From an optimization exercise on the open Yosys and OpenROAD flow, aimed at small area; shortcuts taken in it are not production practice.
The RTL was checked by simulation tests, not by an equivalence proof against the original design.
Power figures rest on the tool's default switching activity, not on a simulated workload.

==> design/flow/design.v <==
package fifo_pkg;
   typedef enum logic {
      FIFO_STD,
      FIFO_FWFT
   } fifo_mode_e;
   localparam int FIFO_MIN_DEPTH = 4;
   function automatic logic is_pow2(input int n);
      is_pow2 = (n > 0) && ((n & (n - 1)) == 0);
   endfunction
endpackage
module fifo_mem #(
   parameter int DATA_W = 128,
   parameter int DEPTH  = 16,
   parameter int AW     = $clog2(DEPTH)
) (
   input  logic              clk,
   input  logic              i_wen,
   input  logic [AW-1:0]     i_waddr,
   input  logic [DATA_W-1:0] i_wdata,
   input  logic [AW-1:0]     i_raddr,
   output logic [DATA_W-1:0] o_rdata
);
   logic [DATA_W-1:0] r_mem [DEPTH];
   always_ff @(posedge clk) begin
      if (i_wen) begin
         r_mem[i_waddr] <= i_wdata;
      end
   end
   assign o_rdata = r_mem[i_raddr];
endmodule
module fifo_sync_param #(
   parameter int         DATA_W = 128,
   parameter int         DEPTH  = 16,
   parameter logic       MODE   = fifo_pkg::FIFO_STD,
   parameter int         AW     = $clog2(DEPTH)
) (
   input  logic              clk,
   input  logic              rst,
   input  logic              i_wren,
   input  logic [DATA_W-1:0] i_wrdata,
   input  logic              i_rden,
   input  logic [AW:0]       i_alm_full_thr,
   input  logic [AW:0]       i_alm_empty_thr,
   input  logic              i_clr_err,
   output logic [DATA_W-1:0] o_rddata,
   output logic              o_full,
   output logic              o_alm_full,
   output logic              o_empty,
   output logic              o_alm_empty,
   output logic [AW:0]       o_count,
   output logic              o_overflow,
   output logic              o_underflow
);
   localparam logic [AW:0] LP_DEPTH = DEPTH;
   logic [AW-1:0]     r_wr_ptr;
   logic [AW-1:0]     r_rd_ptr;
   logic [AW:0]       r_count;
   logic              r_overflow;
   logic              r_underflow;
   logic              w_full;
   logic              w_empty;
   logic              w_wr_acc;
   logic              w_rd_acc;
   logic [DATA_W-1:0] w_mem_rdata;
   assign w_full   = (r_count == LP_DEPTH);
   assign w_empty  = (r_count == '0);
   assign w_wr_acc = i_wren & ~w_full;
   assign w_rd_acc = i_rden & ~w_empty;
   always_ff @(posedge clk or posedge rst) begin
      if (rst) begin
         r_wr_ptr <= '0;
         r_rd_ptr <= '0;
         r_count  <= '0;
      end else begin
         if (w_wr_acc) begin
            r_wr_ptr <= r_wr_ptr + 1'b1;
         end
         if (w_rd_acc) begin
            r_rd_ptr <= r_rd_ptr + 1'b1;
         end
         case ({w_wr_acc, w_rd_acc})
            2'b10:   r_count <= r_count + 1'b1;
            2'b01:   r_count <= r_count - 1'b1;
            default: r_count <= r_count;
         endcase
      end
   end
   always_ff @(posedge clk or posedge rst) begin
      if (rst) begin
         r_overflow  <= 1'b0;
         r_underflow <= 1'b0;
      end else begin
         if (i_wren && w_full) begin
            r_overflow <= 1'b1;
         end else if (i_clr_err) begin
            r_overflow <= 1'b0;
         end
         if (i_rden && w_empty) begin
            r_underflow <= 1'b1;
         end else if (i_clr_err) begin
            r_underflow <= 1'b0;
         end
      end
   end
   fifo_mem #(
      .DATA_W (DATA_W),
      .DEPTH  (DEPTH),
      .AW     (AW)
   ) u_mem (
      .clk     (clk),
      .i_wen   (w_wr_acc),
      .i_waddr (r_wr_ptr),
      .i_wdata (i_wrdata),
      .i_raddr (r_rd_ptr),
      .o_rdata (w_mem_rdata)
   );
   if (MODE == fifo_pkg::FIFO_STD) begin : g_std
      logic [DATA_W-1:0] r_rddata;
      always_ff @(posedge clk or posedge rst) begin
         if (rst) begin
            r_rddata <= '0;
         end else if (w_rd_acc) begin
            r_rddata <= w_mem_rdata;
         end
      end
      assign o_rddata = r_rddata;
   end else begin : g_fwft
      assign o_rddata = w_mem_rdata;
   end
   assign o_full      = w_full;
   assign o_empty     = w_empty;
   assign o_count     = r_count;
   assign o_alm_full  = (r_count >= i_alm_full_thr);
   assign o_alm_empty = (r_count <= i_alm_empty_thr);
   assign o_overflow  = r_overflow;
   assign o_underflow = r_underflow;
endmodule
==> design/flow/run.sh <==
#!/bin/bash
# synth_recipe.tcl (not shown) runs the flow's synth.tcl, then flattens the netlist and writes it again
# the make line also repeats each setting of config.mk as NAME=value (left out here)
make -C /OpenROAD-flow-scripts/flow DESIGN_CONFIG=/design/flow/config.mk WORK_HOME=/design/flow/orfs CLKGATE_MAP_FILE= SYNTH_SCRIPT=/design/flow/synth_recipe.tcl finish
==> design/flow/config.mk <==
export PLATFORM = sky130hd
export DESIGN_NAME = fifo_sync_param
export DESIGN_NICKNAME = fifo_sync_param
export VERILOG_FILES = /design/flow/design.v
export SDC_FILE = /design/flow/constraint.sdc
export NUM_CORES = 4
export LEC_CHECK = 0
export CAP_MARGIN = 20
export CORE_MARGIN = 2
export CORE_UTILIZATION = 40
export SLEW_MARGIN = 20
==> design/flow/constraint.sdc <==
create_clock -name core_clock -period 5.0 [get_ports {clk}]
set_input_delay 1.0000 -clock core_clock [delete_from_list [all_inputs] [get_ports {clk}]]
set_output_delay 1.0000 -clock core_clock [all_outputs]
set_load 0.01 [all_outputs]
==> notes.md <==
-- state kept, by name, indices dropped and copies added, names as in the netlist --
register,count
r_count,5
g_std.r_rddata,128
r_overflow,1
r_rd_ptr,4
r_underflow,1
u_mem.r_mem,2048
r_wr_ptr,4
-- through the flow --
step	instances	util (%)	TNS, ps
floorplan	3540	-	-298490
CTS	6815	47.1	0
finish	6828	47.1	0
detailed placement	6414	43.6	0
global route	6823	47.1	0
global placement	6414	43.6	0
-- logic make-up (layout without fill, tap and decap cells) --
kind of cell | count (synthesis) | count (layout) | share of synthesized area [%]
AO/OA/AOI/OAI | 289 | 289 | 2.53
XOR/XNOR | 11 | 11 | 0.117
adder cells (fa/ha/maj) | 19 | 19 | 0.288
buffers and inverters | 220 | 807 | 1.37
flip-flops | 2191 | 2191 | 78.8
multiplexers | 699 | 699 | 16.3
other | 0 | 13 | 0
AND/OR/NAND/NOR | 111 | 111 | 0.583
-- power groups by stage --
stage	combinational, uW	clock [uW]	sequential (uW)
after floorplan	9780	0	23600
after global placement	14500	0	24000
after detailed placement	14600	0	24100
after CTS	14600	16500	23700
after global routing	15300	17100	23900
final	14300	16100	23700
-- layer usage --
layer	vias to the layer above	share of wire, %	global-route usage [%]	wire length (um)
li1	15900	-	-	-
met1	20700	44	25.6	84300
met5	-	0.044	0	86
met4	14	2.5	5.46	4750
met2	1057	49	29.8	94900
met3	275	4.9	3.06	9460
-- final cells by class --
type | instances | area (um^2)
clock buffer | 294 | 5930
antenna | 13 | 32.5
multi-input combinational | 1129 | 16600
fill | 16500 | 109000
sequential | 2191 | 65100
tap | 2688 | 3360
inverter | 20 | 90.1
timing repair buffer | 386 | 4300
clock inverter | 107 | 1110
-- cells in the final DEF (no fill, tap or decap), drive strengths merged, types with 2 or more instances in the layout --
cell / instances
nand2: 75
mux4: 512
and2: 2
xnor2: 7
xor2: 4
nor3: 4
buf: 105
mux2i: 116
o21ai: 6
nand4: 3
o22ai: 142
mux2: 71
o221ai: 58
nor2: 15
clkinvlp: 10
ha: 19
nand2b: 8
dfrtp: 143
edfxtp: 2048
clkdlybuf4s50: 281
diode: 13
inv: 30
a22o: 2
clkinv: 68
nor2b: 2
clkbuf: 294
bufinv: 19
a21oi: 75
-- critical path: cells and delay by family --
family / cells / cell delay (ps)
buffers and inverters: 3 / 1050
adder cells (fa/ha/maj): 1 / 290
AO/OA/AOI/OAI: 4 / 530
AND/OR/NAND/NOR: 1 / 130
-- how the worst max path moves through the flow --
stage               depth (start not counted)  slack [ps]                   start                           end
CTS                                         7         940  r_count[1]$_DFFE_PP0P_                   o_alm_empty
detailed placement                          9        1010      i_alm_empty_thr[1]                   o_alm_empty
global route                                7         840  r_count[1]$_DFFE_PP0P_                   o_alm_empty
global placement                            9         930      i_alm_empty_thr[1]                   o_alm_empty
floorplan                                   4        -270                  i_wren  u_mem.r_mem[12][0]$_DFFE_PP_
finish                                      9        1010      i_alm_empty_thr[1]                   o_alm_empty
==> flow_metrics.env <==
export IMPL_outcome="finished clean"
export IMPL_cts_sinks=2191
export IMPL_syn_nets=3702
export IMPL_slowest_stage="clkdlybuf4s50_1"
export IMPL_min_path_cells=2
export IMPL_dieWidth_um=458
export IMPL_path_max_fanout=2
export IMPL_r2r_end="r_count[4]$_DFFE_PP0P_"
export IMPL_initialDrtViolationCount=3269
export IMPL_synth_area_leaders="edfxtp_1 (74%), mux4_2 (14%), dfrtp_1 (4.3%)"
export IMPL_hold_worst_slack_ps=498
export IMPL_drv_cap=0
export IMPL_drc_errors=0
export IMPL_hp_start="g_std.r_rddata[47]$_DFFE_PP0P_"
export IMPL_r2r_setup_slack_ps=1800
export IMPL_power_switching_uw=15400
export IMPL_power_density_nw_per_um2=560
export IMPL_grt_max_degree=105
export IMPL_grt_overflow_total=0
export IMPL_fin_nets=4103
export IMPL_leakage_uw=0.0305
export IMPL_drive_above_1_share_pct=26.7
export IMPL_ios=282
export IMPL_gp_congestion=0.729
export IMPL_antenna_left=0
export IMPL_clk_insertion_delay_late_ps=850
export IMPL_skew_ps=19.5
export IMPL_dp_slack_ps=1010
export IMPL_path_cells="clkdlybuf4s50_1 -> inv_1 -> ha_1 -> nor2b_1 -> o21ai_0 -> a21oi_1 -> o21a_1 -> o22ai_1 -> clkdlybuf4s50_1"
export IMPL_rsz0062_at_grt="no"
export IMPL_fin_crit_ps=3990
export IMPL_cp_arrival_ps=2990
export IMPL_synth_flop_cell="edfxtp_1"
export IMPL_antenna_found_initial=25
export IMPL_coreArea_um2=205000
export IMPL_final_design_area_no_fill_um2=96500
export IMPL_grt_usage_pct=18.4
export IMPL_total_power_uw=54100
export IMPL_clkPwrFrac_pct=29.8
export IMPL_cts_reportedPaths_clkPinSlew_ps=60
export IMPL_ys_seq_elements=2191
export IMPL_grt_pass1_vias=39400
export IMPL_tightest_slew_ps=1080
export IMPL_cts_root_buffer="clkbuf_16"
export IMPL_yosys_warnings=2
export IMPL_cts_hold_buffers=0
export IMPL_numCtsBuffers=213
export IMPL_r2r_cells=11
export IMPL_post_cts_buffers=0
export IMPL_totalWireLength_um=193000
export IMPL_maxClockFrequency_mhz=251
export IMPL_viasPerCell=5.56
export IMPL_peakVddDrop_v=0.000404
export IMPL_port_buffers=281
export IMPL_syn_area_um2=82600
export IMPL_place_area_um2=89400
export IMPL_crit_top_cell="clkdlybuf4s50_1"
export IMPL_p_seq_share_pct=43.8
export IMPL_clock_path_buffers=3
export IMPL_dp_final_hpwl_um=100000
export IMPL_swShare_pct=28.6
export IMPL_synth_distinct_cells=39
export IMPL_vias=38000
export IMPL_synthesis_instances=3540
export IMPL_worstSetupPathType="input port to output port"
export IMPL_htreeDepth=4
export IMPL_die_h_um=458
export IMPL_syn_to_final_growth_pct=16.8
export IMPL_setup_slack_ps=1010
export IMPL_synth_seq_area_share_pct=78.8
export IMPL_synth_edf_count=2048
export IMPL_final_hold_viol_count=0
export IMPL_cp_end_kind="output port"
export IMPL_dieArea_um2=210000
export IMPL_routedWlPerCell_um=28.3
export IMPL_yosysTopAreaCellShare_pct=74.4
export IMPL_slew_violations=0
export IMPL_intPower_uw=38600
export IMPL_max_stage_delay_ps=560
export IMPL_min_to="g_std.r_rddata[47]$_DFFE_PP0P_"
export IMPL_syn_avg_cell_area_um2=23.3
export IMPL_synth_most_common_cell="edfxtp_1"
export IMPL_combPwrFrac_pct=26.4
export IMPL_period_share_pct=79.8
export IMPL_cts_tree="done"
export IMPL_synth_top_cell_by_area="edfxtp_1"
export IMPL_hold_path_class="flop to flop"
export IMPL_relSlewSlack_pct=28.2
export IMPL_cts_resized=0
export IMPL_dr_pass1_iters=6
export IMPL_grt_pass1_wl_um=280000
export IMPL_async_reset_ff_share_pct=6.53
export IMPL_reg2reg_from="r_count[1]$_DFFE_PP0P_"
export IMPL_critPathRequiredTime_ps=4000
export IMPL_start_util_pct=40.3
export IMPL_synthTopCellsByCount="edfxtp_1 (2048), mux4_2 (512), dfrtp_1 (143), o22ai_1 (142), mux2i_1 (116)"
export IMPL_finalSetupViolations=0
export IMPL_worstSetupStartpointType="input port"
export IMPL_num_rows=166

==> what the ideal ports hide <==
Ports are ideal in the flow. The routed layout listed here was re-timed in OpenROAD. Step 1, drivers: a clkbuf_16 drives clk and a buf_2 each remaining input, both assumed. Step 2 also shifts input and output timing later by t, the mid clock arrival at the registers, as if the neighbouring blocks saw the same clock. Three values: ideal, step 1, step 2; two values: the first two.
t, ns: 0.917
slack for setup (ns): 1.009 / 0.982 / 0.984
worst register clock-pin slew, ns: 0.07 / 0.07
After both steps setup and hold are still met in this run. The setup slack of this run moves by -0.027 ns with the drivers and by -0.025 ns with both steps.
